From an optimization exercise on the open Yosys and OpenROAD flow, aimed at small area, a short achievable clock period and few clock cycles per item; shortcuts taken in it are not production practice.
Where RTL was checked, it was by simulation tests only, not by an equivalence proof against the original.
No functional check of the RTL was part of runs 5 to 8.
No activity file was given, so power comes from the tool's default toggle rates.

==> flow/config.mk <==
export PLATFORM = sky130hd
export DESIGN_NAME = accumulator_pingpong_bank
export DESIGN_NICKNAME = accumulator_pingpong_bank
export VERILOG_FILES = /design/flow/design.v
export SDC_FILE = /design/flow/constraint.sdc
export NUM_CORES = 4
export LEC_CHECK = 0
export CAP_MARGIN = 20
export CORE_MARGIN = 2
export CORE_UTILIZATION = 45
export CTS_BUF_LIST = sky130_fd_sc_hd__clkbuf_8
export SETUP_SLACK_MARGIN = 4.5
export SLEW_MARGIN = 20
export SYNTH_HIERARCHICAL = 1
export SYNTH_MINIMUM_KEEP_SIZE = 0
==> flow/constraint.sdc <==
create_clock -name core_clock -period 7.0 [get_ports {clk_i}]
set_input_delay 1.4000 -clock core_clock [delete_from_list [all_inputs] [get_ports {clk_i}]]
set_output_delay 1.4000 -clock core_clock [all_outputs]
set_load 0.01 [all_outputs]
==> flow/design.v <==
`default_nettype none
module accumulator_pingpong_bank #(
  parameter int ROWS      = 4,
  parameter int COLS      = 4,
  parameter int IN_WIDTH  = 16,
  parameter int ACC_WIDTH = 32,
  parameter int SATURATE  = 1
) (
  input  logic                                     clk_i,
  input  logic                                     reset_n_i,
  input  logic                                     in_valid_i,
  output logic                                     in_ready_o,
  input  logic                                     in_last_i,
  input  logic [ROWS-1:0][COLS-1:0][IN_WIDTH-1:0]  in_data_i,
  output logic                                     out_valid_o,
  input  logic                                     out_ready_i,
  output logic [COLS-1:0][ACC_WIDTH-1:0]           out_data_o,
  output logic [$clog2(ROWS)-1:0]                  out_row_o,
  output logic                                     out_last_o,
  output logic                                     out_overflow_o
);
  localparam int ROW_W = $clog2(ROWS);
  localparam logic [ROW_W-1:0] LAST_ROW = ROW_W'(ROWS - 1);
  localparam int HW = ACC_WIDTH - IN_WIDTH;    
  logic [ROWS-1:0][COLS-1:0][ACC_WIDTH-1:0] acc_q;
  logic [ROWS-1:0][COLS-1:0][IN_WIDTH-1:0]  beat_q;   
  logic             beat_last_q;   
  logic             full_q;        
  logic             flush_q;       
  logic             ovf_q;
  logic [ROW_W-1:0] row_q;
  logic accept, shift, ovf_d;
  logic [ROWS*COLS-1:0] ovf_e;
  assign in_ready_o     = !full_q && !beat_last_q;
  assign accept         = reset_n_i && in_valid_i && in_ready_o;
  assign out_valid_o    = full_q && !flush_q;
  assign shift          = full_q && (out_ready_i || flush_q);
  assign out_row_o      = row_q;
  assign out_last_o     = (row_q == LAST_ROW);
  assign out_overflow_o = ovf_q;
  assign out_data_o     = acc_q[0];
  always_ff @(posedge clk_i) begin
    ovf_q       <= ovf_d;
    beat_q      <= accept ? in_data_i : '0;
    beat_last_q <= accept && in_last_i;
  end
  for (genvar r = 0; r < ROWS; r++) begin : g_r
    for (genvar c = 0; c < COLS; c++) begin : g_c
      logic [IN_WIDTH-1:0]  d, lo_a, lo_s;
      logic [HW-1:0]        hi_a, ones, zeros;
      logic [ACC_WIDTH-1:0] nxt;
      logic                 cy, sg, top_up, top_dn, up, dn, satp, satn;
      assign d    = beat_q[r][c];
      assign lo_a = acc_q[r][c][IN_WIDTH-1:0];
      assign hi_a = acc_q[r][c][ACC_WIDTH-1:IN_WIDTH];
      accpp_add #(.W(IN_WIDTH)) u_add (.a(lo_a), .b(d), .s(lo_s), .co(cy));
      assign sg   = d[IN_WIDTH-1];
      assign ones[0]  = 1'b1;
      assign zeros[0] = 1'b1;
      for (genvar i = 1; i < HW; i++) begin : g_pre
        assign ones[i]  = &hi_a[i-1:0];
        assign zeros[i] = ~|hi_a[i-1:0];
      end
      assign top_up = !hi_a[HW-1] && ones[HW-1];    
      assign top_dn = hi_a[HW-1] && zeros[HW-1];    
      assign up   = cy && !sg;
      assign dn   = !cy && sg;
      assign satp = up && top_up;
      assign satn = dn && top_dn;
      accpp_mux u_sat (.s(cy), .a(sg && top_dn), .b(!sg && top_up), .y(ovf_e[r*COLS+c]));
      for (genvar i = 0; i < IN_WIDTH; i++) begin : g_lo
        if (r == ROWS - 1) begin : g_bot
          accpp_lo_bit0 u_b (.s(lo_s[i]), .satp(satp), .satn(satn), .shift(shift), .y(nxt[i]));
        end else begin : g_mid
          accpp_lo_bit u_b (.s(lo_s[i]), .satp(satp), .satn(satn), .shift(shift),
                            .below(acc_q[r+1][c][i]), .y(nxt[i]));
        end
      end
      for (genvar i = 0; i < HW; i++) begin : g_hi
        logic t, x;
        accpp_tog u_t (.up(up && !top_up), .ones(ones[i]), .dn(dn && !top_dn), .zeros(zeros[i]), .t(t));
        accpp_xor u_x (.a(hi_a[i]), .b(t), .y(x));
        if (r == ROWS - 1) begin : g_bot
          accpp_andn u_m (.a(x), .b(shift), .y(nxt[IN_WIDTH+i]));
        end else begin : g_mid
          accpp_mux u_m (.s(shift), .a(x), .b(acc_q[r+1][c][IN_WIDTH+i]), .y(nxt[IN_WIDTH+i]));
        end
      end
      always_ff @(posedge clk_i) begin
        acc_q[r][c] <= nxt;
      end
    end
  end
  logic [7:0] ovf_n1;
  logic [3:0] ovf_o2;
  logic [1:0] ovf_n3;
  for (genvar k = 0; k < 8; k++) begin : g_ovf1
    accpp_nor2 u_o (.a(ovf_e[2*k]), .b(ovf_e[2*k+1]), .y(ovf_n1[k]));
  end
  for (genvar k = 0; k < 4; k++) begin : g_ovf2
    accpp_nand2 u_o (.a(ovf_n1[2*k]), .b(ovf_n1[2*k+1]), .y(ovf_o2[k]));
  end
  for (genvar k = 0; k < 2; k++) begin : g_ovf3
    accpp_nor2 u_o (.a(ovf_o2[2*k]), .b(ovf_o2[2*k+1]), .y(ovf_n3[k]));
  end
  accpp_nand3 u_ovf (.a(ovf_n3[0]), .b(ovf_n3[1]), .c(!(ovf_q && !(shift && row_q == LAST_ROW))),
                     .y(ovf_d));
  always_ff @(posedge clk_i) begin
    if (!reset_n_i) begin
      full_q  <= 1'b1;
      flush_q <= 1'b1;
      row_q   <= '0;
    end else begin
      if (!full_q) begin
        full_q <= beat_last_q;
      end
      if (shift) begin
        row_q <= row_q + 1'b1;
        if (row_q == LAST_ROW) begin
          full_q  <= 1'b0;
          flush_q <= 1'b0;
        end
      end
    end
  end
endmodule
module accpp_add #(
  parameter int W = 16
) (
  input  logic [W-1:0] a,
  input  logic [W-1:0] b,
  output logic [W-1:0] s,
  output logic         co
);
  localparam int L = $clog2(W);
  logic [L:0][W-1:0] g, p;
  for (genvar i = 0; i < W; i++) begin : g_in
    accpp_and u_g (.a(a[i]), .b(b[i]), .y(g[0][i]));
    accpp_xor u_p (.a(a[i]), .b(b[i]), .y(p[0][i]));
  end
  for (genvar l = 0; l < L; l++) begin : g_lvl
    for (genvar i = 0; i < W; i++) begin : g_bit
      localparam int J = ((i >> l) << l) - 1;
      if (((i >> l) & 1) == 0) begin : g_pass
        assign g[l+1][i] = g[l][i];
        assign p[l+1][i] = p[l][i];
      end else if ((i >> (l + 1)) == 0) begin : g_gray
        accpp_gray u_c (.gh(g[l][i]), .ph(p[l][i]), .gl(g[l][J]), .go(g[l+1][i]));
        assign p[l+1][i] = 1'b0;
      end else begin : g_black
        accpp_black u_c (.gh(g[l][i]), .ph(p[l][i]), .gl(g[l][J]), .pl(p[l][J]),
                         .go(g[l+1][i]), .po(p[l+1][i]));
      end
    end
  end
  assign s[0] = p[0][0];
  for (genvar i = 1; i < W; i++) begin : g_sum
    accpp_xor u_x (.a(p[0][i]), .b(g[L][i-1]), .y(s[i]));
  end
  assign co = g[L][W-1];
endmodule
module accpp_gray (input logic gh, ph, gl, output logic go);
  assign go = gh | (ph & gl);
endmodule
module accpp_black (input logic gh, ph, gl, pl, output logic go, po);
  assign go = gh | (ph & gl);
  assign po = ph & pl;
endmodule
module accpp_and (input logic a, b, output logic y);
  assign y = a & b;
endmodule
module accpp_xor (input logic a, b, output logic y);
  assign y = a ^ b;
endmodule
module accpp_lo_bit (input logic s, satp, satn, shift, below, output logic y);
  assign y = shift ? below : ((s || satp) && !satn);
endmodule
module accpp_nor2 (input logic a, b, output logic y);
  assign y = !(a || b);
endmodule
module accpp_nand3 (input logic a, b, c, output logic y);
  assign y = !(a && b && c);
endmodule
module accpp_andn (input logic a, b, output logic y);
  assign y = a && !b;
endmodule
module accpp_lo_bit0 (input logic s, satp, satn, shift, output logic y);
  assign y = !shift && (s || satp) && !satn;
endmodule
module accpp_nand2 (input logic a, b, output logic y);
  assign y = !(a && b);
endmodule
module accpp_tog (input logic up, ones, dn, zeros, output logic t);
  assign t = (up && ones) || (dn && zeros);
endmodule
module accpp_mux (input logic s, a, b, output logic y);
  assign y = s ? b : a;
endmodule
`default_nettype wire
==> flow/run.sh <==
#!/bin/bash
# synth_recipe.tcl (not shown) runs the flow's synth.tcl, then flattens the netlist and writes it again
# the make line also repeats each setting of config.mk as NAME=value (left out here)
make -C /OpenROAD-flow-scripts/flow DESIGN_CONFIG=/design/flow/config.mk WORK_HOME=/design/flow/orfs CLKGATE_MAP_FILE= SYNTH_SCRIPT=/design/flow/synth_recipe.tcl finish
==> results_dict.tcl, run 1 <==
set metrics [dict create \
    yosys.area.top_type "dfxtp_1" \
    pre_cts_ws_ps 3110 \
    setup_tns_ps 0 \
    min_path_type "reg2reg" \
    cp.arrival_ps 1470 \
    clkLatencyLatePin_ps 810 \
    ys.flop_type "dfxtp_1" \
    synthArstFlopShare 0 \
    fin_crit_sh 0.410 \
    grt_pass1_wl_um 189000 \
    initial_utilization 0.453 \
    io_pins 395 \
    layout_min_cycle_time_ps 2870 \
    fin_cells 7255 \
    grt.total_usage 0.217 \
    gp_congestion 0.823 \
    finClkSkew_ps 28.9 \
    tightest_slew_ps 838 \
    layout_common_cells "and2_1, xor2_1, dfxtp_1" \
    timing.fmax_mhz 348 \
    hpwl_um 83200 \
    drtIter0Drc 2184 \
    grt_pass1_vias 35700 \
    worstPathRequired_ps 5600 \
    vias 37500 \
    clock_sinks 774 \
    cts-root-buf "clkbuf_8" \
    muxShareOfSynthArea 0.0670 \
    status "finished clean" \
    synth_cell_types 40 \
    cts_made_buffers 148 \
    power_w 0.0107 \
    critPathMaxFanout 2 \
    drc 0 \
    synth_edf_count 0 \
    drtPass1Iterations 5 \
    wirelength_um 127000 \
    critPathKind "reg2out" \
    place_area_um2 51800 \
    synth.area.top_cells "dfxtp_1, xor2_1, and2_1" \
    ant_nets 0 \
    final_area_um2 59700 \
    dp_cells 6712 \
    end_kind "primary output" \
    dieArea_um2 106000 \
    yosysWarnings 7 \
    syn_area_per_cell_um2 9.27 \
    drv_slew 0 \
    synth_cells 5041 \
    seq_area_um2 16000 \
    die_h_um 326 \
    yosys.area_share.simple 0.265 \
    rsz0062_at_grt "yes" \
    grt-ovfl-total 0 \
    cts_tree "built" \
    num_rows 118 \
    cts_max_path_buffers 3 \
    synthAdderAreaFrac 0.000268 \
    nets 6022 \
    cts.htree.levels 4 \
    hold_viol 0 \
    setup.worst_path.start_class "flop" \
    clk_pin_slew_ps 60 \
    nFillCells 9141 \
    ir_drop_uv 158 \
    numPortBuffers 394 \
    wire_per_inst_um 17.5 \
    power_leakage_nw 32.4 \
    synth-seq-cells 774 \
    power_density_nw_per_um2 179 \
    netlist.area_leader.share 0.332 \
    synth_top_family_by_area "simple AND/OR/NAND/NOR gates" \
    final_common_cell "and2_1" \
    grt_antenna_before_repair 16 \
    max_cap_violations 0 \
    multi_input_area_um2 31600 \
    grt_max_degree 163 \
    ys_seq_area_frac 0.332 \
    via_per_inst 5.17 \
    synth_compound_area_frac 0.163 \
    finalSetupViolCount 0 \
    synth-xor-area-share 0.141 \
    die_x_um 326 \
    postCtsHoldBufs 0 \
    drive_gt1_frac 0.246 \
    worst_slack_ps 4130 \
    core_um2 103000 \
    area_growth_pct 27.8 \
    syn-cell-area_um2 46700 \
    maxSlewHeadroom 0.441 \
]
[state kept, by name (all words and copies together), names as in the netlist]
register,count
full_q,1
acc_q,512
flush_q,1
row_q,2
ovf_q,1
beat_q,256
beat_last_q,1
[worst paths after layout]
path                                   from  cells after the start         end  slack [ps]
worst min register to register        ovf_q                      2       ovf_q         460
worst max-delay path            beat_last_q                      2  in_ready_o        4130
worst max register to register    acc_q[38]                     12   acc_q[60]        4340
worst min-delay path                  ovf_q                      2       ovf_q         460
[per-module statistics from Yosys (local to each module, per instance), excerpt]
module	cells inside	flip-flops and latches	times used
accpp_black	2	0	272
accpp_nand3	1	0	1
accpp_lo_bit	3	0	192
accpp_nand2	1	0	4
accpp_xor	1	0	752
accpp_and	1	0	256
[worst max-delay path, cell delays in order, from the launching register on]
cell and delay [ps]:
dfxtp_2 340, nor2_4 180, buf_6 140
[what timing repair did]
item | in CTS | in global routing
endpoints found under the setup margin | 746 | 650
resized for setup | 984 | 381
pin swaps | 12 | 350
cloned | 2 | 30
setup buffers | 104 | 142
[area by class of cell]
type,instances,share of cell area
Antenna cell,9,0.000377
Clock buffer,191,0.0440
Clock inverter,65,0.00580
Inverter,80,0.00503
Multi-Input combinational cell,4052,0.529
Sequential cell,774,0.268
Tap cell,1380,0.0289
Timing Repair Buffer,704,0.119
[power breakdown]
group | total [W] | internal, W | switching [W]
sequential | 0.00458 | 0.00448 | 0.000104
clock | 0.00449 | 0.00250 | 0.00199
combinational | 0.00161 | 0.000665 | 0.000940
total | 0.0107 | 0.00765 | 0.00303
[logic make-up (layout without fill, tap and decap cells)]
logic type / after synthesis / after routing
AOI/OAI and AO/OA: 974 / 978
and+or+nand+nor: 2075 / 2079
xor gates and xnor gates: 753 / 753
other: 1 / 41
adders and majority gates: 1 / 1
buffers and inverters: 254 / 1040
DFF: 774 / 774
muxes: 209 / 209
[synthesized netlist by cell type (15+ instances only)]
cell and n:
nand4_1 48, dfxtp_1 774, inv_1 80, nor2_1 391, nand3_1 16, and2_1 881
nand2_1 231, nor4b_1 15, buf_4 144, xor2_1 752, and3_1 65, nor3b_1 19
mux2_4 208, a21o_1 512, nor2b_4 64, o31ai_1 192, nor3_1 79, a22o_1 256
and4_1 47, and3b_1 19, clkbuf_1 27, nor4_1 78, nor3_2 65
[through the flow]
stage,utilization,hold WS [ps]
2_1_floorplan,-,447
3_3_place_gp,0.502,448
3_5_place_dp,0.502,447
4_1_cts,0.548,462
5_1_grt,0.578,483
6_report,0.579,464
[routing by layer]
layer  part of all wire  track usage
met1               0.45        0.275
met2               0.48        0.366
met3              0.049       0.0446
met4              0.025       0.0704
met5            0.00070            0
Testbench counts, summed over its fixed seeds: cycles 9,667, beats 6,772.
==> run 2: changes to the inputs <==
--- a/flow/config.mk
+++ b/flow/config.mk
@@ -8,6 +8,5 @@
 export CAP_MARGIN = 20
 export CORE_MARGIN = 2
-export CORE_UTILIZATION = 45
-export CTS_BUF_LIST = sky130_fd_sc_hd__clkbuf_8
+export CORE_UTILIZATION = 60
 export SETUP_SLACK_MARGIN = 4.5
 export SLEW_MARGIN = 20
==> run 2 against run 1 <==
  * Power up 2.9%
  * Largest cell class unchanged
  * Flip-flop and latch count unchanged
  * Hold slack better by 3.8 ps
  * Clock-buffer cell count down 73
  * Still clean
  * Synthesized cell count unchanged
  * Sequential share of layout area about the same
==> results_dict.tcl, run 2 <==
set metrics [dict create \
    netlist.area_leader.share 0.332 \
    power_density_nw_per_um2 184 \
    grt_pass1_wl_um 194000 \
    nFillCells 5434 \
    gp_congestion 0.845 \
    cp.arrival_ps 1320 \
    synth.area.top_cells "dfxtp_1, xor2_1, and2_1" \
    synth_cell_types 40 \
    grt.total_usage 0.293 \
    vias 38200 \
    yosysWarnings 7 \
    max_flop_register "acc_q" \
    yosys.area.top_type "dfxtp_1" \
    power_leakage_nw 32.3 \
    critPathMaxFanout 2 \
    setup.worst_path.start_class "flop" \
    drtPass1Iterations 5 \
    grt_pass1_vias 37100 \
    grt_antenna_before_repair 9 \
    hold_viol 0 \
    end_kind "primary output" \
    layout_common_cells "and2_1, xor2_1, dfxtp_1" \
    grt-ovfl-total 0 \
    clock_sinks 774 \
    crit_slowest_cell "dfxtp_4" \
    synth-seq-cells 774 \
    postCtsHoldBufs 0 \
    max_cap_violations 0 \
    rsz0062_at_grt "yes" \
    critPathMaxStageDelay_ps 380 \
    numPortBuffers 394 \
    top_regs "acc_q (512), beat_q (256), row_q (2)" \
    drv_slew 0 \
    final_common_cell "and2_1" \
    clk_pin_slew_ps 60 \
    cts-root-buf "clkbuf_16" \
    tightest_slew_ps 778 \
    seq_area_um2 16000 \
    cts_tree "built" \
    setup_tns_ps 0 \
    worstPathRequired_ps 5600 \
    largest_register_ffs 512 \
    nets 5983 \
    wirelength_um 125000 \
    synthArstFlopShare 0 \
    syn-cell-area_um2 46700 \
    finClkSkew_ps 21.4 \
    grt_max_degree 125 \
    via_per_inst 5.59 \
    syn_area_per_cell_um2 9.27 \
    cts_max_path_buffers 3 \
    cts.htree.levels 3 \
    die_h_um 283 \
    core_um2 77300 \
    ir_drop_uv 180 \
    ant_nets 0 \
    timing.fmax_mhz 368 \
    cts_made_buffers 85 \
    area_growth_pct 27.8 \
    dieArea_um2 80100 \
    layout_min_cycle_time_ps 2720 \
    ys_seq_area_frac 0.332 \
    hpwl_um 78600 \
    drtIter0Drc 2282 \
    wire_per_inst_um 18.3 \
    min_path_type "reg2reg" \
    fin_crit_sh 0.389 \
    num_rows 102 \
    critPathKind "reg2out" \
    ys.flop_type "dfxtp_1" \
    yosysMostFrequentCell "and2_1" \
    finalSetupViolCount 0 \
    synth_edf_count 0 \
    die_x_um 283 \
    fin_util 0.772 \
    drc 0 \
    synth_cells 5041 \
    clkLatencyLatePin_ps 640 \
    cp_cell_sequence "ha_4 > buf_6" \
    maxSlewHeadroom 0.481 \
    whs_ps 468 \
    synth_top_cells_by_count "and2_1, dfxtp_1, xor2_1" \
    status "finished clean" \
    initial_utilization 0.604 \
    drive_gt1_frac 0.251 \
    io_pins 395 \
    multi_input_area_um2 31900 \
]
-- run 2: cell types whose count changed in the layout (fill, tap and decap cells not counted), moves of 7 or more --
| cell | change |
|---|---|
| dfxtp_1 | -21 |
| and2_1 | -10 |
| xor2_2 | +30 |
| buf_16 | +8 |
| xor2_1 | -31 |
| clkbuf_1 | +15 |
| clkbuf_16 | +75 |
| dfxtp_2 | +36 |
| buf_6 | +20 |
| inv_1 | -46 |
| dfxtp_4 | -15 |
| bufinv_16 | +7 |
| clkbuf_8 | -173 |
-- run 2: worst paths after layout --
path	cells after the start	to	start	slack [ps]
setup / recovery	2	out_last_o	row_q[1]	4280
hold / removal	2	acc_q[69]	acc_q[197]	470
setup reg to reg	12	acc_q[53]	beat_q[17]	4380
hold reg to reg	2	acc_q[69]	acc_q[197]	470
-- run 2: logic make-up after synthesis --
kind of cell    after synthesis  synth area share
compound gates              974             0.163
xor+xnor                    753             0.141
fa+ha+maj                     1          0.000268
buf+inv                     254            0.0320
flops                       774             0.332
mux                         209            0.0670
other cells                   1         0.0000802
simple gates               2075             0.265
-- run 2: Yosys stat by module (local to each module, per instance), a selection --
module / flip-flops and latches / area [um^2] / times used / cells inside
accumulator_pingpong_bank: 774 / 22800 / 1 / 1986
accpp_lo_bit: 0 / 15.0 / 192 / 3
accpp_mux: 0 / 15.0 / 208 / 1
accpp_andn: 0 / 13.8 / 64 / 1
accpp_black: 0 / 13.8 / 272 / 2
accpp_lo_bit0: 0 / 13.8 / 64 / 2
accpp_tog: 0 / 8.76 / 256 / 1
accpp_xor: 0 / 8.76 / 752 / 1
accpp_gray: 0 / 7.51 / 240 / 1
accpp_and: 0 / 6.26 / 256 / 1
accpp_nand3: 0 / 5.00 / 1 / 1
accpp_nand2: 0 / 3.75 / 4 / 1
accpp_nor2: 0 / 3.75 / 10 / 1
-- run 2: where the power goes --
group	switching [W]	internal [W]	leakage (nW)	total [W]
Clock	0.00191	0.00278	1.43	0.00469
Sequential	0.000110	0.00448	6.37	0.00459
Combinational	0.000976	0.000723	24.5	0.00170
Total	0.00300	0.00799	32.3	0.0110
-- run 2: metrics by stage --
step	instances	total power [W]	instance area [um^2]	setup slack [ps]
final	6828	0.0110	59700	4280
after global routing	6826	0.0114	59700	4250
after CTS	6738	0.0110	57600	4200
after detailed placement	6379	0.00612	51400	2970
after global placement	6375	0.00610	51300	3060
after floorplan	5072	0.00580	46900	-1140
-- run 2: metal layers --
layer	up-vias	global-route usage	wire length [um]
li1	18700	-	-
met1	18200	0.364	53400
met2	931	0.515	61600
met3	283	0.0373	5440
met4	6	0.113	4740
met5	-	0	34
-- run 2: layout make-up --
class,instances,share of cell area
clock inverters,32,0.00777
multi-input cells,4055,0.534
flip-flops and latches,774,0.267
diodes,4,0.000168
well taps,1040,0.0218
inverters,80,0.00503
clock buffers,118,0.0409
repair buffers,725,0.123
-- run 2: critical path: cells and delay by family, from the launching register on --
kind	cells	cell delay, ps
adder cells (fa/ha/maj)	1	170
flip-flops	1	380
buffers and inverters	1	130
-- run 2: what timing repair did --
item,4_1_cts,5_1_grt
cloned,30,8
endpoints found under the hold margin,0,0
endpoints found under the setup margin,905,650
setup buffers,179,78
gates resized for setup,1139,333
pin swaps,226,224
==> run 3: changes to the inputs <==
==> flow/flow/run.sh (new file) <==
#!/bin/bash
# Standard layout, but the port buffers are the smallest buffer cell.
set -e
export BUFFER_PORTS_ARGS="-buffer_cell sky130_fd_sc_hd__buf_1"
bash standard.sh > standard.log 2>&1
==> flow/standard.sh (new file) <==
#!/bin/bash
# synth_recipe.tcl (not shown) runs the flow's synth.tcl, then flattens the netlist and writes it again
# the make line also repeats each setting of config.mk as NAME=value (left out here)
make -C /OpenROAD-flow-scripts/flow DESIGN_CONFIG=/design/flow/config.mk WORK_HOME=/design/flow/orfs CLKGATE_MAP_FILE= SYNTH_SCRIPT=/design/flow/synth_recipe.tcl "${@:-finish}"
--- a/flow/config.mk
+++ b/flow/config.mk
@@ -8,5 +8,5 @@
 export CAP_MARGIN = 20
 export CORE_MARGIN = 2
-export CORE_UTILIZATION = 60
+export CORE_UTILIZATION = 45
 export SETUP_SLACK_MARGIN = 4.5
 export SLEW_MARGIN = 20
removed: flow/run.sh
==> run 3 against run 2 <==
  * Still clean
  * Clock skew is 4.1 ps higher
  * Core utilization fell by 22 points
  * First-iteration DRC count shrank 11%
  * Sequential share of layout area is 1.1 points higher
  * Global-route usage down 7.1 points
  * Sequential power hardly changed
  * Routed wire length down 1.2%
  * Final area shrank 4.2%
  * Critical path depth stayed put
  * Worst setup slack got worse by 39 ps
  * Clock-buffer cell count rose by 15
  * Critical path type unchanged
  * Largest cell class unchanged
  * Largest power group is now registers
==> results_dict.tcl, run 3 <==
set metrics [dict create \
    final_common_cell "and2_1" \
    drv_slew 0 \
    clock_sinks 774 \
    pre_cts_ws_ps 3540 \
    yosysMostFrequentCell "and2_1" \
    via_per_inst 5.20 \
    cpLargestDelayFamily "flip-flops" \
    synth_top_cells_by_count "and2_1, dfxtp_1, xor2_1" \
    max_flop_register "acc_q" \
    nFillCells 9321 \
    io_pins 395 \
    nets 5922 \
    die_x_um 326 \
    whs_ps 472 \
    cts_made_buffers 90 \
    tightest_slew_ps 862 \
    ir_drop_uv 179 \
    wl_met2_um 58500 \
    hpwl_um 83000 \
    end_kind "primary output" \
    cts-root-buf "clkbuf_16" \
    wirelength_um 124000 \
    crit_slowest_cell "dfxtp_4" \
    drtIter0Drc 2029 \
    num_rows 118 \
    numPortBuffers 394 \
    status "finished clean" \
    power_density_nw_per_um2 186 \
    synth_edf_count 0 \
    largest_register_ffs 512 \
    grt_antenna_before_repair 12 \
    swShare 0.278 \
    worst_slack_ps 4240 \
    cts_max_path_buffers 3 \
    critPathKind "reg2out" \
    setup.worst_path.start_class "flop" \
    critPathMaxStageDelay_ps 360 \
    critPathMaxFanout 3 \
    area_growth_pct 22.4 \
    top_layer "met5" \
    synth_cells 5041 \
    worst-path-buf-inv 1 \
    netlist.area_leader.share 0.332 \
    clockPowerShare 0.430 \
    grt-ovfl-total 0 \
    synth.area.top_cells "dfxtp_1, xor2_1, and2_1" \
    vias 37000 \
    clkLatencyLatePin_ps 660 \
    dieArea_um2 106000 \
    maxSlewHeadroom 0.426 \
    drive_gt1_frac 0.228 \
    layout_common_cells "and2_1, xor2_1, dfxtp_1" \
    power.share.combinational 0.139 \
    fin_crit_sh 0.394 \
    min_path_type "reg2reg" \
    power.net_switching_w 0.00295 \
    core_um2 103000 \
    layout_min_cycle_time_ps 2760 \
    grt.total_usage 0.222 \
    synth_cell_types 40 \
    power_leakage_nw 31.1 \
    synth-seq-cells 774 \
    syn-cell-area_um2 46700 \
    cp.arrival_ps 1360 \
    grt_pass1_vias 35800 \
    gp_congestion 0.830 \
    ys_seq_area_frac 0.332 \
    finalSetupViolCount 0 \
    synthArstFlopShare 0 \
    drtPass1Iterations 7 \
    drc 0 \
    met1_length_um 56400 \
    timing.fmax_mhz 362 \
    initial_utilization 0.453 \
    ys.flop_type "dfxtp_1" \
    max_cap_violations 0 \
    setup_tns_ps 0 \
    yosysWarnings 7 \
    dr_wl_met3_um 5650 \
    internal_power_w 0.00767 \
    top_regs "acc_q (512), beat_q (256), row_q (2)" \
    finClkSkew_ps 25.5 \
    die_h_um 326 \
    grt_max_degree 148 \
    yosys.area.top_type "dfxtp_1" \
    cts.htree.levels 3 \
    worstPathRequired_ps 5600 \
    wire_per_inst_um 17.4 \
    clk_pin_slew_ps 60 \
    hold_viol 0 \
    grt_pass1_wl_um 194000 \
    pwr-share-seq 0.431 \
    syn_area_per_cell_um2 9.27 \
    cts_tree "built" \
    rsz0062_at_grt "yes" \
    ant_nets 0 \
    cp_cell_sequence "nor2_4 > buf_6" \
]
-- run 3: cell counts after synthesis --
Identical to the previous run, type by type.
-- run 3: worst paths after layout --
check	start	end	slack, ps	cells after the start
worst max register to register	beat_q[81]	acc_q[180]	4370	11
worst max-delay path	full_q	in_ready_o	4240	2
worst min-delay path	acc_q[134]	acc_q[6]	470	2
worst min register to register	acc_q[134]	acc_q[6]	470	2
-- run 3: final cells by class --
cell class | instances | area, um^2 | share of cell area
multi-input combinational | 4049 | 31300 | 0.547
antenna | 6 | 15.0 | 0.000263
clock buffer | 133 | 2650 | 0.0463
timing repair buffer | 665 | 5070 | 0.0887
inverter | 80 | 300 | 0.00525
sequential | 774 | 16000 | 0.279
clock inverter | 28 | 188 | 0.00328
tap | 1380 | 1730 | 0.0302
-- run 3: per-stage QoR --
stage / instance area [um^2] / std cells / power, W / util
4_1_cts: 55900 / 7065 / 0.0107 / 0.542
6_report: 57200 / 7115 / 0.0106 / 0.554
2_1_floorplan: 46900 / 5072 / 0.00580 / -
3_5_place_dp: 49300 / 6716 / 0.00602 / 0.478
3_3_place_gp: 49300 / 6716 / 0.00601 / 0.478
5_1_grt: 57200 / 7110 / 0.0111 / 0.554
-- run 3: power groups by stage --
stage	Combinational (W)	Clock, W	Sequential, W
floorplan	0.00114	0	0.00466
global placement	0.00132	0	0.00469
detailed placement	0.00133	0	0.00469
CTS	0.00145	0.00470	0.00458
global route	0.00160	0.00488	0.00459
finish	0.00147	0.00457	0.00458
-- run 3: per-layer routing --
metal | track usage | vias to the layer above
met4 | 0.0580 | 2
met1 | 0.293 | 17500
li1 | - | 18600
met5 | 0 | -
met2 | 0.380 | 738
met3 | 0.0315 | 185
-- run 3: modules after synthesis, one instance, submodules excluded, excerpt --
module | copies in the design | area, um^2 | cells | flip-flops and latches
accpp_nand3 | 1 | 5.00 | 1 | 0
accpp_tog | 256 | 8.76 | 1 | 0
accpp_mux | 208 | 15.0 | 1 | 0
accpp_and | 256 | 6.26 | 1 | 0
accumulator_pingpong_bank | 1 | 22800 | 1986 | 774
accpp_lo_bit0 | 64 | 13.8 | 2 | 0
accpp_xor | 752 | 8.76 | 1 | 0
accpp_nand2 | 4 | 3.75 | 1 | 0
accpp_lo_bit | 192 | 15.0 | 3 | 0
accpp_nor2 | 10 | 3.75 | 1 | 0
accpp_andn | 64 | 13.8 | 1 | 0
accpp_gray | 240 | 7.51 | 1 | 0
accpp_black | 272 | 13.8 | 2 | 0
-- run 3: cell families (layout without fill, tap and decap cells) --
| family | after synthesis | after routing | synth area share |
|---|---|---|---|
| other | 1 | 38 | 0.0000802 |
| adders and majority gates | 1 | 1 | 0.000268 |
| and+or+nand+nor | 2075 | 2080 | 0.265 |
| xor gates and xnor gates | 753 | 753 | 0.141 |
| AOI/OAI and AO/OA | 974 | 974 | 0.163 |
| muxes | 209 | 209 | 0.0670 |
| buffers and inverters | 254 | 906 | 0.0320 |
| DFF | 774 | 774 | 0.332 |
-- run 3: timing repair --
action / 4_1_cts / 5_1_grt
gates resized for setup: 702 / 197
cloned: 24 / 3
pin swaps: 108 / 120
buffers inserted: 164 / 41
hold buffers: 0 / 0
setup endpoints to repair: 706 / 558
-- run 3: worst register-to-register path: cells and delay by family, from the launching register on --
family / cells / cell delay [ps]
multiplexers: 1 / 280
XOR/XNOR: 2 / 340
buffers and inverters: 1 / 190
flip-flops: 1 / 310
AO/OA/AOI/OAI: 6 / 1220
AND/OR/NAND/NOR: 1 / 160
==> run 4: changes to the inputs <==
==> flow/run.sh (new file) <==
#!/bin/bash
# synth_recipe.tcl (not shown) runs the flow's synth.tcl, then flattens the netlist and writes it again
# the make line also repeats each setting of config.mk as NAME=value (left out here)
make -C /OpenROAD-flow-scripts/flow DESIGN_CONFIG=/design/flow/config.mk WORK_HOME=/design/flow/orfs CLKGATE_MAP_FILE= SYNTH_SCRIPT=/design/flow/synth_recipe.tcl finish
removed: flow/flow/run.sh
removed: flow/standard.sh
==> run 4 against run 3 <==
  * Maximum frequency rose by 0.95%
  * Clock power rose by 5.7%
  * Critical endpoint unchanged
  * Still clean on timing, DRC and antenna
  * Largest power group is now the clock network
  * Sequential power barely moved
  * Via count rose by 1.0%
==> results_dict.tcl, run 4 <==
set metrics [dict create \
    grt_pass1_wl_um 198000 \
    drive_gt1_frac 0.244 \
    whs_ps 470 \
    grt_pass1_vias 36400 \
    cp.arrival_ps 1330 \
    ant_nets 0 \
    synth.area.top_cells "dfxtp_1, xor2_1, and2_1" \
    yosysWarnings 7 \
    drtIter0Drc 2182 \
    startpoint "full_q" \
    nets 5987 \
    core_um2 103000 \
    setup_tns_ps 0 \
    drtPass1Iterations 5 \
    power_leakage_nw 32.3 \
    synth_top_cells_by_count "and2_1, dfxtp_1, xor2_1" \
    layout_min_cycle_time_ps 2730 \
    finalSetupViolCount 0 \
    critPathCapture "in_ready_o" \
    timing.fmax_mhz 366 \
    power_density_nw_per_um2 184 \
    hpwl_um 83200 \
    clkLatencyLatePin_ps 680 \
    worstPathRequired_ps 5600 \
    cts_made_buffers 92 \
    grt_max_degree 96 \
    tightest_slew_ps 816 \
    via_per_inst 5.22 \
    largest_register_ffs 512 \
    met1_length_um 56600 \
    rsz0062_at_grt "yes" \
    yosys.area.top_type "dfxtp_1" \
    ir_drop_uv 180 \
    ys.flop_type "dfxtp_1" \
    io_pins 395 \
    yosysMostFrequentCell "and2_1" \
    max_flop_register "acc_q" \
    max_cap_violations 0 \
    dieArea_um2 106000 \
    clk_pin_slew_ps 50 \
    status "finished clean" \
    grt_antenna_before_repair 15 \
    wirelength_um 128000 \
    netlist.area_leader.share 0.332 \
    die_x_um 326 \
    rrSetupSlack_ps 4280 \
    min_path_type "reg2reg" \
    synth_edf_count 0 \
    drc 0 \
    critPathMaxFanout 4 \
    dr_wl_met3_um 6070 \
    r2r_cells 12 \
    postCtsHoldBufs 0 \
    timing.rr.end "acc_q[62]" \
    syn-cell-area_um2 46700 \
    min_from "acc_q[128]" \
    num_rows 118 \
    cts-root-buf "clkbuf_16" \
    rr_startpoint "acc_q[41]" \
    clock_sinks 774 \
    critPathKind "reg2out" \
    end_kind "primary output" \
    grt.total_usage 0.228 \
    numPortBuffers 394 \
    synthArstFlopShare 0 \
    fin_crit_sh 0.391 \
    final_common_cell "and2_1" \
    layout_common_cells "and2_1, xor2_1, dfxtp_1" \
    top_layer "met5" \
    initial_utilization 0.453 \
    die_h_um 326 \
    top_regs "acc_q (512), beat_q (256), row_q (2)" \
    vias 37400 \
    area_growth_pct 28.6 \
    synth-seq-cells 774 \
    power_w 0.0111 \
    maxSlewHeadroom 0.456 \
    wl_met2_um 61600 \
    drv_slew 0 \
    ys_seq_area_frac 0.332 \
    wire_per_inst_um 17.8 \
    cts_max_path_buffers 3 \
    gp_congestion 0.823 \
    cts.htree.levels 3 \
    grt-ovfl-total 0 \
    syn_area_per_cell_um2 9.27 \
    setup.worst_path.start_class "flop" \
    hold_viol 0 \
    synth_cells 5041 \
    finClkSkew_ps 21.2 \
    synth_cell_types 40 \
    cts_tree "built" \
]
run 4: cell counts after synthesis:
No cell type changed its count.
run 4: what timing repair did:
| item | CTS | global route |
|---|---|---|
| setup buffers | 193 | 72 |
| pin swaps | 163 | 276 |
| resized for setup | 1145 | 276 |
| gates cloned | 25 | 9 |
| setup endpoints to repair | 903 | 505 |
run 4: Yosys stat by module, one instance, submodules excluded, a selection:
module,cells inside,flip-flops and latches,copies in the design,area (um^2)
accumulator_pingpong_bank,1986,774,1,22800
accpp_lo_bit,3,0,192,15.0
accpp_mux,1,0,208,15.0
accpp_andn,1,0,64,13.8
accpp_black,2,0,272,13.8
accpp_lo_bit0,2,0,64,13.8
accpp_tog,1,0,256,8.76
accpp_xor,1,0,752,8.76
accpp_gray,1,0,240,7.51
accpp_and,1,0,256,6.26
accpp_nand3,1,0,1,5.00
accpp_nand2,1,0,4,3.75
accpp_nor2,1,0,10,3.75
run 4: how the worst min path moves through the flow:
stage | endpoint | slack [ps] | cells after the start
after floorplan | flush_q | 450 | 2
after global placement | ovf_q | 450 | 2
after detailed placement | ovf_q | 450 | 2
after CTS | acc_q[7] | 470 | 2
after global routing | acc_q[0] | 480 | 2
final | acc_q[0] | 470 | 2
run 4: layout make-up:
type / instances / area (um^2)
Fill cell: 9107 / 43100
Multi-Input combinational cell: 4049 / 31600
Sequential cell: 774 / 16000
Timing Repair Buffer: 728 / 7450
Clock buffer: 131 / 2610
Tap cell: 1380 / 1730
Clock inverter: 25 / 387
Inverter: 80 / 300
Antenna cell: 4 / 10.0
run 4: kinds of logic after synthesis:
logic type | share of synthesized area
adder cells (fa/ha/maj) | 0.000268
multiplexers | 0.0670
flip-flops | 0.332
AND/OR/NAND/NOR | 0.265
buffers and inverters | 0.0320
AO/OA/AOI/OAI | 0.163
XOR/XNOR | 0.141
other | 0.0000802
run 4: worst max-delay path, stage by stage, from the launching register on:
cell and delay (ps):
dfxtp_4 370, nor2_4 160, buf_6 140
run 4: stage by stage:
stage	util	area [um^2]	instances	worst slack, ps
after floorplan	-	46900	5072	-1140
after global placement	0.502	51800	6712	3160
after detailed placement	0.502	51800	6712	3110
after CTS	0.564	58200	7086	4190
after global routing	0.582	60100	7167	4200
final	0.582	60100	7171	4270
run 4: power breakdown:
| group | switching [W] | total, W | internal [W] |
|---|---|---|---|
| combinational | 0.000958 | 0.00166 | 0.000706 |
| sequential | 0.000105 | 0.00459 | 0.00448 |
| clock | 0.00192 | 0.00483 | 0.00291 |
| total | 0.00299 | 0.0111 | 0.00809 |
run 4: routing by layer:
layer	vias to the layer above	GRT usage
met3	212	0.0378
met5	-	0
li1	18700	-
met4	14	0.0607
met2	754	0.398
met1	17700	0.291
==> run 5: changes to the inputs <==
--- a/flow/design.v
+++ b/flow/design.v
@@ -30,12 +30,15 @@
   logic             ovf_q;
   logic [ROW_W-1:0] row_q;
+  logic             in_ready_q, out_valid_q, out_last_q;   
+  logic             full_d, flush_d, beat_last_d;
+  logic [ROW_W-1:0] row_d;
   logic accept, shift, ovf_d;
   logic [ROWS*COLS-1:0] ovf_e;
-  assign in_ready_o     = !full_q && !beat_last_q;
+  assign in_ready_o     = in_ready_q;     
   assign accept         = reset_n_i && in_valid_i && in_ready_o;
-  assign out_valid_o    = full_q && !flush_q;
+  assign out_valid_o    = out_valid_q;    
   assign shift          = full_q && (out_ready_i || flush_q);
   assign out_row_o      = row_q;
-  assign out_last_o     = (row_q == LAST_ROW);
+  assign out_last_o     = out_last_q;     
   assign out_overflow_o = ovf_q;
   assign out_data_o     = acc_q[0];
@@ -43,5 +46,5 @@
     ovf_q       <= ovf_d;
     beat_q      <= accept ? in_data_i : '0;
-    beat_last_q <= accept && in_last_i;
+    beat_last_q <= beat_last_d;
   end
   for (genvar r = 0; r < ROWS; r++) begin : g_r
@@ -107,19 +110,30 @@
                      .y(ovf_d));
   always_ff @(posedge clk_i) begin
+    full_q      <= full_d;
+    flush_q     <= flush_d;
+    row_q       <= row_d;
+    in_ready_q  <= !full_d && !beat_last_d;
+    out_valid_q <= full_d && !flush_d;
+    out_last_q  <= (row_d == LAST_ROW);
+  end
+  always_comb begin
+    beat_last_d = accept && in_last_i;
+    full_d      = full_q;
+    flush_d     = flush_q;
+    row_d       = row_q;
+    if (!full_q) begin
+      full_d = beat_last_q;
+    end
+    if (shift) begin
+      row_d = row_q + 1'b1;
+      if (row_q == LAST_ROW) begin
+        full_d  = 1'b0;
+        flush_d = 1'b0;
+      end
+    end
     if (!reset_n_i) begin
-      full_q  <= 1'b1;
-      flush_q <= 1'b1;
-      row_q   <= '0;
-    end else begin
-      if (!full_q) begin
-        full_q <= beat_last_q;
-      end
-      if (shift) begin
-        row_q <= row_q + 1'b1;
-        if (row_q == LAST_ROW) begin
-          full_q  <= 1'b0;
-          flush_q <= 1'b0;
-        end
-      end
+      full_d  = 1'b1;
+      flush_d = 1'b1;
+      row_d   = '0;
     end
   end
==> run 5 against run 4 <==
  * Global-route usage fell by 0.47 points
  * Routed wire length decreased by 0.64%
  * Combinational power up about 10%
  * Flip-flop and latch count up 3
  * First-iteration DRC count fell by 12%
  * Maximum frequency is 4.4% higher
  * Synthesized cell count increased by 0.24%
  * Sequential power hardly changed
  * Via count fell by 0.44%
  * Power grew 2.9%
  * Critical path depth rose by 10
  * Register-to-register slack better by 100 ps
  * Critical path type is now reg2reg
  * Highest routed layer unchanged
==> results_dict.tcl, run 5 <==
set metrics [dict create \
    status "finished clean" \
    ant_nets 0 \
    power.net_switching_w 0.00312 \
    layout_common_cells "and2_1, xor2_1, dfxtp_1" \
    numPortBuffers 394 \
    drtPass1Iterations 6 \
    clock_sinks 777 \
    gp_congestion 0.828 \
    syn-cell-area_um2 46800 \
    rsz0062_at_grt "yes" \
    cts_made_buffers 91 \
    critPathMaxFanout 6 \
    cts-root-buf "clkbuf_16" \
    vias 37200 \
    core_um2 103000 \
    dp_cells 6723 \
    power_density_nw_per_um2 187 \
    fin_cells 7205 \
    clockPowerShare 0.435 \
    area_growth_pct 30.4 \
    maxSlewHeadroom 0.465 \
    nFillCells 8985 \
    die_x_um 327 \
    cts_tree "built" \
    finClkSkew_ps 26.2 \
    min_path_cells 2 \
    crit_cells 12 \
    fin_crit_sh 0.374 \
    nets 6007 \
    critPathMaxStageDelay_ps 370 \
    final_common_cell "and2_1" \
    synthArstFlopShare 0 \
    max_flop_register "acc_q" \
    synth_cell_types 42 \
    tightest_slew_ps 802 \
    cts.htree.levels 3 \
    clkLatencyLatePin_ps 670 \
    drive_gt1_frac 0.266 \
    place_area_um2 51900 \
    synth.area.top_cells "dfxtp_1, xor2_1, and2_1" \
    synth_edf_count 0 \
    muxShareOfSynthArea 0.0667 \
    drtIter0Drc 1914 \
    yosys.area.top_type "dfxtp_1" \
    pwr-share-seq 0.404 \
    largest_register_ffs 512 \
    io_pins 395 \
    cp_cell_sequence "xor2_4 > a21o_1 > a21o_1 > a21o_4 > a21o_4 > buf_12 > nand2b_4 > a21oi_4 > buf_6 > a22o_1 > xor2_1 > mux2_4" \
    synth_top_family_by_area "simple AND/OR/NAND/NOR gates" \
    top_regs "acc_q (512), beat_q (256), row_q (2)" \
    grt.total_usage 0.224 \
    whs_ps 473 \
    grt_pass1_vias 36300 \
    grt_max_degree 130 \
    grt_antenna_before_repair 15 \
    internal_power_w 0.00828 \
    grt-ovfl-total 0 \
    hold_viol 0 \
    synth_compound_area_frac 0.163 \
    hpwl_um 81700 \
    synthAdderAreaFrac 0.000267 \
    min_path_type "reg2reg" \
    dieArea_um2 107000 \
    ir_drop_uv 159 \
    cpLargestDelayFamily "compound AO/OA/AOI/OAI gates" \
    max_cap_violations 0 \
    wire_per_inst_um 17.6 \
    num_rows 118 \
    synth_cells 5053 \
    setup.worst_path.start_class "flop" \
    worst-path-buf-inv 2 \
    cp.arrival_ps 3170 \
    ys.flop_type "dfxtp_1" \
    final_area_um2 61100 \
    postCtsHoldBufs 0 \
    power_w 0.0114 \
    crit_slowest_cell "dfxtp_4" \
    netlist.area_leader.share 0.332 \
    synth_top_cells_by_count "and2_1, dfxtp_1, xor2_1" \
    wirelength_um 127000 \
    synth-xor-area-share 0.141 \
    ys_seq_area_frac 0.332 \
    synth-seq-cells 777 \
    cts_max_path_buffers 3 \
    end_kind "flop" \
    via_per_inst 5.17 \
    r2r_cells 12 \
    worstPathRequired_ps 7550 \
    power.share.combinational 0.161 \
    clk_pin_slew_ps 60 \
    layout_min_cycle_time_ps 2620 \
    finalSetupViolCount 0 \
    initial_utilization 0.453 \
    drv_slew 0 \
    yosysWarnings 7 \
    drc 0 \
    setup_tns_ps 0 \
    grt_pass1_wl_um 194000 \
    critPathKind "reg2reg" \
    die_h_um 327 \
    power_leakage_nw 32.6 \
    swShare 0.274 \
    yosysMostFrequentCell "and2_1" \
    yosys.area_share.simple 0.265 \
    timing.fmax_mhz 382 \
    syn_area_per_cell_um2 9.27 \
]
[run 5: cell count changes after synthesis, sizes merged, moves of 2 or more]
cell    previous run  this run
nand2b            14        18
o21ai              0         2
buf              147       145
and3b             19        16
or4b              13        16
or4                7         4
nor2b             67        64
nor3b             19        16
nor2             391       395
dfxtp            774       777
nand4b             4         1
clkbuf            27        29
and4b             12        15
a21oi             13        15
[run 5: cells by family after synthesis]
kind of cell / after synthesis
muxes: 208
buffers and inverters: 255
other: 1
xor gates and xnor gates: 753
adders and majority gates: 1
and+or+nand+nor: 2078
DFF: 777
AOI/OAI and AO/OA: 980
[run 5: worst paths after layout]
kind / start / end / slack (ps)
worst min register to register: acc_q[131] / acc_q[3] / 470
worst max register to register: beat_q[149] / acc_q[313] / 4380
worst min-delay path: acc_q[131] / acc_q[3] / 470
worst max-delay path: beat_q[149] / acc_q[313] / 4380
[run 5: metrics by stage]
step	util	worst slack, ps
finish	0.591	4380
detailed placement	0.502	2490
floorplan	-	-6900
global placement	0.501	2560
CTS	0.570	4340
global route	0.591	4290
[run 5: repair_timing]
action,in CTS,in global routing
pin swaps,196,218
endpoints found under the setup margin,839,576
gates cloned,27,14
setup buffers,205,63
resized for setup,1184,344
[run 5: Yosys stat by module (local to each module, per instance), a selection]
| module | flip-flops and latches | cells |
|---|---|---|
| accpp_black | 0 | 2 |
| accpp_nand2 | 0 | 1 |
| accpp_nand3 | 0 | 1 |
| accpp_and | 0 | 1 |
| accpp_tog | 0 | 1 |
| accpp_lo_bit | 0 | 3 |
| accpp_nor2 | 0 | 1 |
| accpp_xor | 0 | 1 |
[run 5: worst register-to-register path: stages (launching register included)]
cell and delay [ps]:
dfxtp_4 370, xor2_4 190, a21o_1 210, a21o_1 190, a21o_4 200, a21o_4 230
buf_12 120, nand2b_4 70, a21oi_4 50, buf_6 160, a22o_1 240, xor2_1 180
mux2_4 290
[run 5: layer usage]
layer	routed length [um]	GRT usage
met1	54900	0.272
met3	6600	0.0485
met5	131	0
met2	61500	0.385
met4	3820	0.0832
[run 5: final cells by class]
type                       instances  area (um^2)  area share
inverter                          81          308     0.00504
clock inverter                    36          457     0.00748
antenna                            8         20.0    0.000328
clock buffer                     129         2670      0.0438
timing repair buffer             739         7770       0.127
tap                             1380         1730      0.0283
multi-input combinational       4055        32000       0.524
sequential                       777        16100       0.264
[run 5: power by group through the flow]
stage	registers, W	clock network, W	logic [W]
floorplan	0.00469	0	0.00139
finish	0.00461	0.00496	0.00183
CTS	0.00461	0.00509	0.00172
global route	0.00462	0.00528	0.00197
global placement	0.00472	0	0.00146
detailed placement	0.00472	0	0.00147
==> run 6: changes to the inputs <==
--- a/flow/config.mk
+++ b/flow/config.mk
@@ -9,5 +9,5 @@
 export CORE_MARGIN = 2
 export CORE_UTILIZATION = 45
-export SETUP_SLACK_MARGIN = 4.5
+export SETUP_SLACK_MARGIN = 4.2
 export SLEW_MARGIN = 20
 export SYNTH_HIERARCHICAL = 1
==> run 6 against run 5 <==
  * Via count shrank 3.8%
  * Combinational power shrank 13%
  * Largest cell class unchanged
  * Final area shrank 7.9%
  * Final cell count shrank 3.8%
  * Critical endpoint is now in_ready_o
==> results_dict.tcl, run 6 <==
set metrics [dict create \
    nets 5735 \
    via_per_inst 5.17 \
    grt_max_degree 130 \
    drtPass1Iterations 6 \
    area_growth_pct 20.0 \
    status "finished clean" \
    ir_drop_uv 158 \
    synth_edf_count 0 \
    cts-root-buf "clkbuf_16" \
    initial_utilization 0.453 \
    max_cap_violations 0 \
    finalSetupViolCount 0 \
    netlist.area_leader.share 0.332 \
    power.net_switching_w 0.00302 \
    clock_sinks 777 \
    grt_pass1_wl_um 185000 \
    final_common_cell "and2_1" \
    critPathMaxStageDelay_ps 430 \
    dieArea_um2 107000 \
    cp_cell_sequence "dlygate4sd2_1" \
    seq_area_um2 15700 \
    io_pins 395 \
    cpLargestDelayFamily "flip-flops" \
    postCtsHoldBufs 0 \
    max_flop_register "acc_q" \
    grt_antenna_before_repair 13 \
    hpwl_um 81700 \
    largest_register_ffs 512 \
    drv_slew 0 \
    ys.flop_type "dfxtp_1" \
    syn_area_per_cell_um2 9.27 \
    critPathKind "reg2out" \
    final_area_um2 56200 \
    hold_viol 0 \
    cts_tree "built" \
    end_kind "primary output" \
    drtIter0Drc 1958 \
    finClkSkew_ps 26.7 \
    synth_cell_types 42 \
    cts_made_buffers 91 \
    core_um2 103000 \
    critPathMaxFanout 4 \
    clockPowerShare 0.443 \
    clk_pin_slew_ps 60 \
    drc 0 \
    nFillCells 9505 \
    synth.area.top_cells "dfxtp_1, xor2_1, and2_1" \
    setup.worst_path.start_class "flop" \
    pwr-share-seq 0.414 \
    tightest_slew_ps 908 \
    internal_power_w 0.00815 \
    worst-path-buf-inv 1 \
    die_x_um 327 \
    yosysMostFrequentCell "and2_1" \
    numPortBuffers 394 \
    top_regs "acc_q (512), beat_q (256), row_q (2)" \
    cts.htree.levels 3 \
    fin_util 0.544 \
    timing.fmax_mhz 359 \
    ant_nets 0 \
    cp.arrival_ps 1390 \
    place_area_um2 51900 \
    maxSlewHeadroom 0.395 \
    synth-seq-cells 777 \
    yosys.area.top_type "dfxtp_1" \
    power_leakage_nw 30.9 \
    grt-ovfl-total 0 \
    min_path_type "reg2reg" \
    layout_common_cells "and2_1, xor2_1, dfxtp_1" \
    swShare 0.270 \
    multi_input_area_um2 30600 \
    drive_gt1_frac 0.137 \
    cts_max_path_buffers 3 \
    power.share.combinational 0.142 \
    synth_top_cells_by_count "and2_1, dfxtp_1, xor2_1" \
    synth_cells 5053 \
    grt_pass1_vias 34800 \
    fin_crit_sh 0.398 \
    synthArstFlopShare 0 \
    wirelength_um 117000 \
    vias 35800 \
    wire_per_inst_um 16.9 \
    layout_min_cycle_time_ps 2790 \
    syn-cell-area_um2 46800 \
    gp_congestion 0.828 \
    grt.total_usage 0.211 \
    num_rows 118 \
    rsz0062_at_grt "yes" \
    yosysWarnings 7 \
    clkLatencyLatePin_ps 670 \
    ys_seq_area_frac 0.332 \
    power_density_nw_per_um2 199 \
    worstPathRequired_ps 5600 \
    crit_slowest_cell "dfxtp_1" \
    die_h_um 327 \
]
-- run 6: cell counts after synthesis --
Identical to the previous run, type by type.
-- run 6: timing repair --
action / 4_1_cts / 5_1_grt
hold endpoints to repair: 0 / 0
buffers inserted: 21 / 8
setup endpoints to repair: 683 / 417
resized for setup: 344 / 94
pin swaps: 6 / 2
gates cloned: 4 / 4
-- run 6: path summary, 6_finish.rpt --
check | from | end | slack, ps | depth (start not counted)
worst min-delay path | acc_q[166] | acc_q[38] | 470 | 2
worst max register to register | acc_q[145] | acc_q[152] | 4310 | 7
worst min register to register | acc_q[166] | acc_q[38] | 470 | 2
worst max-delay path | in_ready_q | in_ready_o | 4210 | 1
-- run 6: metrics by stage --
step	setup TNS, ps	total power (W)	worst slack, ps	cells	hold WS [ps]
global placement	0	0.00618	2560	6723	462
global route	0	0.0116	4140	6926	498
detailed placement	0	0.00619	2490	6723	470
CTS	0	0.0113	3940	6913	478
finish	0	0.0112	4210	6929	473
floorplan	-3195240	0.00609	-6900	5084	454
-- run 6: cell families after synthesis --
group           Yosys count  synth area share
buf+inv                 255            0.0320
other cells               1         0.0000801
simple gates           2078             0.265
xor+xnor                753             0.141
mux                     208            0.0667
fa+ha+maj                 1          0.000267
compound gates          980             0.163
flops                   777             0.332
-- run 6: area by class of cell --
| class | instances | share of cell area |
|---|---|---|
| Clock buffer | 129 | 0.0475 |
| Inverter | 81 | 0.00547 |
| Tap cell | 1380 | 0.0307 |
| Timing Repair Buffer | 468 | 0.0856 |
| Antenna cell | 4 | 0.000178 |
| Sequential cell | 777 | 0.279 |
| Clock inverter | 36 | 0.00812 |
| Multi-Input combinational cell | 4054 | 0.544 |
-- run 6: power by group through the flow --
stage | Combinational [W] | Sequential (W) | Clock [W]
2_1_floorplan | 0.00139 | 0.00469 | 0
3_3_place_gp | 0.00146 | 0.00472 | 0
3_5_place_dp | 0.00147 | 0.00472 | 0
4_1_cts | 0.00156 | 0.00462 | 0.00509
5_1_grt | 0.00172 | 0.00464 | 0.00527
6_report | 0.00159 | 0.00462 | 0.00495
-- run 6: modules after synthesis (local to each module, per instance), excerpt --
module | times used | flip-flops and latches
accpp_and | 256 | 0
accpp_andn | 64 | 0
accpp_black | 272 | 0
accpp_gray | 240 | 0
accpp_lo_bit | 192 | 0
accpp_lo_bit0 | 64 | 0
accpp_mux | 208 | 0
accpp_nand2 | 4 | 0
accpp_nand3 | 1 | 0
accpp_nor2 | 10 | 0
accpp_tog | 256 | 0
accpp_xor | 752 | 0
accumulator_pingpong_bank | 1 | 777
-- run 6: per-layer routing --
| layer | track usage | share of wire | vias to the layer above |
|---|---|---|---|
| met5 | 0 | 0.0011 | - |
| met4 | 0.0713 | 0.028 | 18 |
| met3 | 0.0444 | 0.053 | 173 |
| met2 | 0.361 | 0.47 | 604 |
| met1 | 0.264 | 0.45 | 16700 |
| li1 | - | - | 18300 |
==> run 7: changes to the inputs <==
--- a/flow/config.mk
+++ b/flow/config.mk
@@ -9,5 +9,5 @@
 export CORE_MARGIN = 2
 export CORE_UTILIZATION = 45
-export SETUP_SLACK_MARGIN = 4.2
+export SETUP_SLACK_MARGIN = 4.0
 export SLEW_MARGIN = 20
 export SYNTH_HIERARCHICAL = 1
==> run 7 against run 6 <==
  * Sequential share of layout area rose by 0.30 points
  * Synthesized area did not move
  * Routed wire length fell by 2.1%
  * Final cell count fell by 0.23%
  * Critical path type unchanged
  * Core utilization fell by 0.72 points
  * Sequential power barely moved
  * Power fell by 0.73%
  * Combinational power fell by 5%
  * Clock skew rose by 1.1 ps
  * Via count fell by 0.71%
==> results_dict.tcl, run 7 <==
set metrics [dict create \
    status "finished clean" \
    synth.area.top_cells "dfxtp_1, xor2_1, and2_1" \
    cts_tree "built" \
    grt.total_usage 0.208 \
    yosysWarnings 7 \
    via_per_inst 5.14 \
    critPathKind "reg2out" \
    clkLatencyLatePin_ps 670 \
    num_rows 118 \
    setup.worst_path.start_class "flop" \
    drive_gt1_frac 0.119 \
    yosys.area.top_type "dfxtp_1" \
    min_path_type "reg2reg" \
    die_h_um 327 \
    finClkSkew_ps 27.8 \
    drv_slew 0 \
    tightest_slew_ps 1110 \
    multi_input_area_um2 30200 \
    nFillCells 9591 \
    ys_seq_area_frac 0.332 \
    end_kind "primary output" \
    drc 0 \
    top_regs "acc_q (512), beat_q (256), row_q (2)" \
    synth_cell_types 42 \
    clock_sinks 777 \
    vias 35600 \
    fin_crit_sh 0.436 \
    maxSlewHeadroom 0.263 \
    largest_register_ffs 512 \
    core_um2 103000 \
    wirelength_um 115000 \
    netlist.area_leader.share 0.332 \
    min_from "acc_q[166]" \
    synthArstFlopShare 0 \
    ant_nets 0 \
    timing.fmax_mhz 328 \
    cpLargestDelayFamily "buffers and inverters" \
    hold_path_end "acc_q[38]" \
    worst-path-buf-inv 1 \
    grt_pass1_wl_um 183000 \
    syn-cell-area_um2 46800 \
    pre_cts_ws_ps 2490 \
    finalSetupViolCount 0 \
    grt_pass1_vias 34400 \
    seq_area_um2 15600 \
    numPortBuffers 394 \
    clk_pin_slew_ps 60 \
    power_density_nw_per_um2 200 \
    rsz0062_at_grt "yes" \
    final_common_cell "and2_1" \
    whs_ps 474 \
    drtIter0Drc 1745 \
    min_path_cells 2 \
    nets 5718 \
    synth_edf_count 0 \
    r2r_cells 10 \
    hpwl_um 81700 \
    yosysMostFrequentCell "and2_1" \
    rr_startpoint "acc_q[227]" \
    wire_per_inst_um 16.6 \
    synth_cells 5053 \
    synth-seq-cells 777 \
    max_flop_register "acc_q" \
    crit_slowest_cell "clkdlybuf4s50_1" \
    ir_drop_uv 165 \
    layout_min_cycle_time_ps 3050 \
    grt-ovfl-total 0 \
    rrSetupSlack_ps 4160 \
    cts-root-buf "clkbuf_16" \
    grt_max_degree 130 \
    critPathMaxStageDelay_ps 570 \
    cp_cell_sequence "clkdlybuf4s50_1" \
    critPathMaxFanout 3 \
    worstPathRequired_ps 5600 \
    initial_utilization 0.453 \
    cp.arrival_ps 1650 \
    syn_area_per_cell_um2 9.27 \
    ys.flop_type "dfxtp_1" \
    gp_congestion 0.828 \
    power_leakage_nw 30.9 \
    hold_viol 0 \
    cts_made_buffers 91 \
    die_x_um 327 \
    timing.rr.end "ovf_q" \
    dieArea_um2 107000 \
    io_pins 395 \
    layout_common_cells "and2_1, xor2_1, dfxtp_1" \
    max_cap_violations 0 \
    grt_antenna_before_repair 13 \
    synth_top_cells_by_count "and2_1, dfxtp_1, xor2_1" \
    postCtsHoldBufs 0 \
    cts_max_path_buffers 3 \
    cts.htree.levels 3 \
    area_growth_pct 18.5 \
    worst_slack_ps 3950 \
    drtPass1Iterations 6 \
]
run 7: changes by cell type in the layout (fill, tap and decap cells not counted), sizes merged:
cell,before,now
dlygate4sd2,84,128
clkdlybuf4s15,38,3
buf,80,57
clkbuf,134,129
clkdlybuf4s50,260,263
and3,67,66
diode,4,5
run 7: report_power, final:
part / leakage, nW / total (W) / internal (W) / switching (W)
registers: 6.28 / 0.00462 / 0.00452 / 0.000102
logic: 23.1 / 0.00151 / 0.000600 / 0.000914
clock network: 1.56 / 0.00495 / 0.00299 / 0.00196
total: 30.9 / 0.0111 / 0.00811 / 0.00297
run 7: worst max-delay path by stage:
stage,startpoint,endpoint,slack [ps],depth (start not counted)
after floorplan,out_ready_i,acc_q[112],-6900,3
after global placement,out_ready_i,acc_q[380],2560,6
after detailed placement,out_ready_i,acc_q[377],2490,6
after CTS,acc_q[194],acc_q[208],3940,10
after global routing,in_ready_q,in_ready_o,3900,1
final,in_ready_q,in_ready_o,3950,1
run 7: area by class of cell:
class | instances | area share
Multi-Input combinational cell | 4053 | 0.544
Sequential cell | 777 | 0.282
Timing Repair Buffer | 452 | 0.0808
Clock buffer | 129 | 0.0482
Tap cell | 1380 | 0.0311
Clock inverter | 36 | 0.00823
Inverter | 81 | 0.00555
Antenna cell | 5 | 0.000226
run 7: kinds of logic after synthesis:
kind of cell | synth area share
AOI/OAI and AO/OA | 0.163
and+or+nand+nor | 0.265
muxes | 0.0667
adders and majority gates | 0.000267
xor gates and xnor gates | 0.141
DFF | 0.332
buffers and inverters | 0.0320
other | 0.0000801
run 7: metrics by stage:
stage	cell area, um^2	instances	power (W)	TNS (ps)	util
2_1_floorplan	47000	5084	0.00609	-3195240	-
3_3_place_gp	51800	6723	0.00618	0	0.501
3_5_place_dp	51900	6723	0.00619	0	0.502
4_1_cts	55200	6897	0.0112	0	0.534
5_1_grt	55500	6909	0.0116	0	0.537
6_report	55500	6913	0.0111	0	0.537
run 7: what timing repair did:
action | in CTS | in global routing
pin swaps | 1 | 5
resized for setup | 210 | 34
endpoints found under the setup margin | 440 | 320
gates cloned | 1 | 1
buffers inserted | 8 | 10
run 7: modules after synthesis (local to each module, per instance), a selection:
module	cell area, um^2	cells	flops+latches
accpp_nand3	5.00	1	0
accpp_nand2	3.75	1	0
accpp_mux	15.0	1	0
accpp_and	6.26	1	0
accpp_tog	8.76	1	0
accpp_lo_bit0	13.8	2	0
accpp_xor	8.76	1	0
accumulator_pingpong_bank	22900	1998	777
accpp_gray	7.51	1	0
accpp_andn	13.8	1	0
accpp_black	13.8	2	0
accpp_nor2	3.75	1	0
accpp_lo_bit	15.0	3	0
run 7: metal layers:
layer | vias up | share of wire | wire length, um | GRT usage
met5 | - | 0.0011 | 128 | 0
met4 | 18 | 0.028 | 3260 | 0.0721
met3 | 169 | 0.051 | 5880 | 0.0427
met2 | 597 | 0.47 | 53900 | 0.352
met1 | 16500 | 0.45 | 51700 | 0.263
li1 | 18300 | - | - | -
==> run 8: changes to the inputs <==
--- a/flow/config.mk
+++ b/flow/config.mk
@@ -9,5 +9,5 @@
 export CORE_MARGIN = 2
 export CORE_UTILIZATION = 45
-export SETUP_SLACK_MARGIN = 4.0
+export SETUP_SLACK_MARGIN = 3.7
 export SLEW_MARGIN = 20
 export SYNTH_HIERARCHICAL = 1
==> run 8 against run 7 <==
  * Register-to-register slack got worse by 210 ps
  * Synthesized cell count unchanged
  * Non-clock buffer count decreased by 11
  * Flip-flop and latch count unchanged
  * Routed wire length decreased by 0.69%
  * Largest power group unchanged
==> results_dict.tcl, run 8 <==
set metrics [dict create \
    critPathKind "reg2out" \
    dp_cells 6723 \
    clockPowerShare 0.446 \
    maxSlewHeadroom 0.264 \
    fin_crit_sh 0.466 \
    rrSetupSlack_ps 3950 \
    gp_congestion 0.828 \
    cts_made_buffers 91 \
    rr_startpoint "beat_q[1]" \
    cts_max_path_buffers 3 \
    r2r_cells 9 \
    drc 0 \
    max_cap_violations 0 \
    final_common_cell "and2_1" \
    num_rows 118 \
    whs_ps 478 \
    netlist.area_leader.share 0.332 \
    largest_register_ffs 512 \
    vias 35500 \
    max_flop_register "acc_q" \
    fin_cells 6901 \
    nets 5706 \
    clkLatencyLatePin_ps 670 \
    clk_pin_slew_ps 60 \
    rsz0062_at_grt "no" \
    synth_cells 5053 \
    finClkSkew_ps 28.1 \
    grt_util_met3 0.0437 \
    grtUsageMet1 0.261 \
    layout_common_cells "and2_1, dfxtp_1, xor2_1" \
    cts_tree "built" \
    wirelength_um 114000 \
    clock_sinks 777 \
    internal_power_w 0.00812 \
    postCtsHoldBufs 0 \
    layout_min_cycle_time_ps 3260 \
    setup.worst_path.start_class "flop" \
    cp_cell_sequence "clkdlybuf4s50_1" \
    critPathMaxStageDelay_ps 760 \
    synth_cell_types 42 \
    crit_slowest_cell "clkdlybuf4s50_1" \
    cpLargestDelayFamily "buffers and inverters" \
    yosysMostFrequentCell "and2_1" \
    ys_seq_area_frac 0.332 \
    cp.arrival_ps 1860 \
    worstPathRequired_ps 5600 \
    hold_viol 0 \
    power.net_switching_w 0.00297 \
    initial_utilization 0.453 \
    tightest_slew_ps 1100 \
    worst-path-buf-inv 1 \
    hold_path_end "acc_q[41]" \
    timing.fmax_mhz 307 \
    grt_pass1_wl_um 182000 \
    die_h_um 327 \
    grt_pass1_vias 34400 \
    syn-cell-area_um2 46800 \
    cts.htree.levels 3 \
    synth-seq-cells 777 \
    synthArstFlopShare 0 \
    yosysWarnings 7 \
    grt-ovfl-total 0 \
    min_path_cells 2 \
    grt.total_usage 0.208 \
    swShare 0.268 \
    crit_cells 1 \
    min_path_type "reg2reg" \
    power.share.combinational 0.137 \
    grt_max_degree 130 \
    synth_edf_count 0 \
    fin_util 0.534 \
    drtIter0Drc 1774 \
    nFillCells 9569 \
    end_kind "primary output" \
    pwr-share-seq 0.417 \
    ir_drop_uv 168 \
    use_met2 0.353 \
    timing.rr.end "acc_q[24]" \
    synth.area.top_cells "dfxtp_1, xor2_1, and2_1" \
    final_area_um2 55200 \
    synth_top_cells_by_count "and2_1, dfxtp_1, xor2_1" \
    status "finished clean" \
    numPortBuffers 394 \
    wire_per_inst_um 16.5 \
    ant_nets 0 \
    dieArea_um2 107000 \
    ys.flop_type "dfxtp_1" \
    cts-root-buf "clkbuf_16" \
    area_growth_pct 17.9 \
    busiest_layer "met2" \
    hpwl_um 81700 \
    yosys.area.top_type "dfxtp_1" \
    finalSetupViolCount 0 \
    syn_area_per_cell_um2 9.27 \
    die_x_um 327 \
    drive_gt1_frac 0.105 \
    via_per_inst 5.14 \
    critPathMaxFanout 6 \
    drv_slew 0 \
    power_leakage_nw 30.2 \
    top_regs "acc_q (512), beat_q (256), row_q (2)" \
    power_density_nw_per_um2 201 \
]
run 8: layout make-up:
type	instances	area [um^2]	share of cell area
Sequential cell	777	15600	0.282
Timing Repair Buffer	441	4400	0.0797
Multi-Input combinational cell	4052	30100	0.545
Clock inverter	36	457	0.00827
Inverter	81	308	0.00557
Antenna cell	5	12.5	0.000227
Clock buffer	129	2670	0.0484
Tap cell	1380	1730	0.0313
run 8: logic make-up after synthesis:
| kind of cell | share of synthesized area |
|---|---|
| AOI/OAI and AO/OA | 0.163 |
| DFF | 0.332 |
| xor gates and xnor gates | 0.141 |
| and+or+nand+nor | 0.265 |
| adders and majority gates | 0.000267 |
| muxes | 0.0667 |
| buffers and inverters | 0.0320 |
| other | 0.0000801 |
run 8: worst max-delay path by stage:
| stage | start | endpoint | slack, ps |
|---|---|---|---|
| after floorplan | out_ready_i | acc_q[112] | -6900 |
| after global placement | out_ready_i | acc_q[380] | 2560 |
| after detailed placement | out_ready_i | acc_q[377] | 2490 |
| after CTS | acc_q[62] | out_data_o[62] | 3700 |
| after global routing | acc_q[56] | out_data_o[56] | 3700 |
| final | acc_q[62] | out_data_o[62] | 3740 |
run 8: power by group through the flow:
stage | clock network, W | registers [W] | logic, W
after global routing | 0.00527 | 0.00464 | 0.00164
after CTS | 0.00509 | 0.00462 | 0.00151
after detailed placement | 0 | 0.00472 | 0.00147
after global placement | 0 | 0.00472 | 0.00146
final | 0.00495 | 0.00462 | 0.00151
after floorplan | 0 | 0.00469 | 0.00139
run 8: routing by layer:
layer	part of all wire	routed length, um
met5	0.0011	128
met4	0.028	3210
met3	0.051	5860
met1	0.45	51500
met2	0.47	53400
run 8: through the flow:
step                      power [W]  TNS (ps)  setup slack [ps]
after CTS                    0.0112         0              3700
after global placement      0.00618         0              2560
final                        0.0111         0              3740
after global routing         0.0116         0              3700
after detailed placement    0.00619         0              2490
after floorplan             0.00609  -3195240             -6900
run 8: modules after synthesis, one instance, submodules excluded, excerpt:
module	cells	area, um^2
accpp_gray	1	7.51
accpp_mux	1	15.0
accpp_andn	1	13.8
accpp_xor	1	8.76
accpp_black	2	13.8
accpp_nor2	1	3.75
accpp_lo_bit	3	15.0
accpp_and	1	6.26
accpp_tog	1	8.76
accpp_lo_bit0	2	13.8
run 8: timing repair:
| action | in CTS | in global routing |
|---|---|---|
| gates cloned | 1 | 0 |
| endpoints found under the setup margin | 145 | 229 |
| setup buffers | 0 | 7 |
| pin swaps | 0 | 0 |
| gates resized for setup | 9 | 15 |
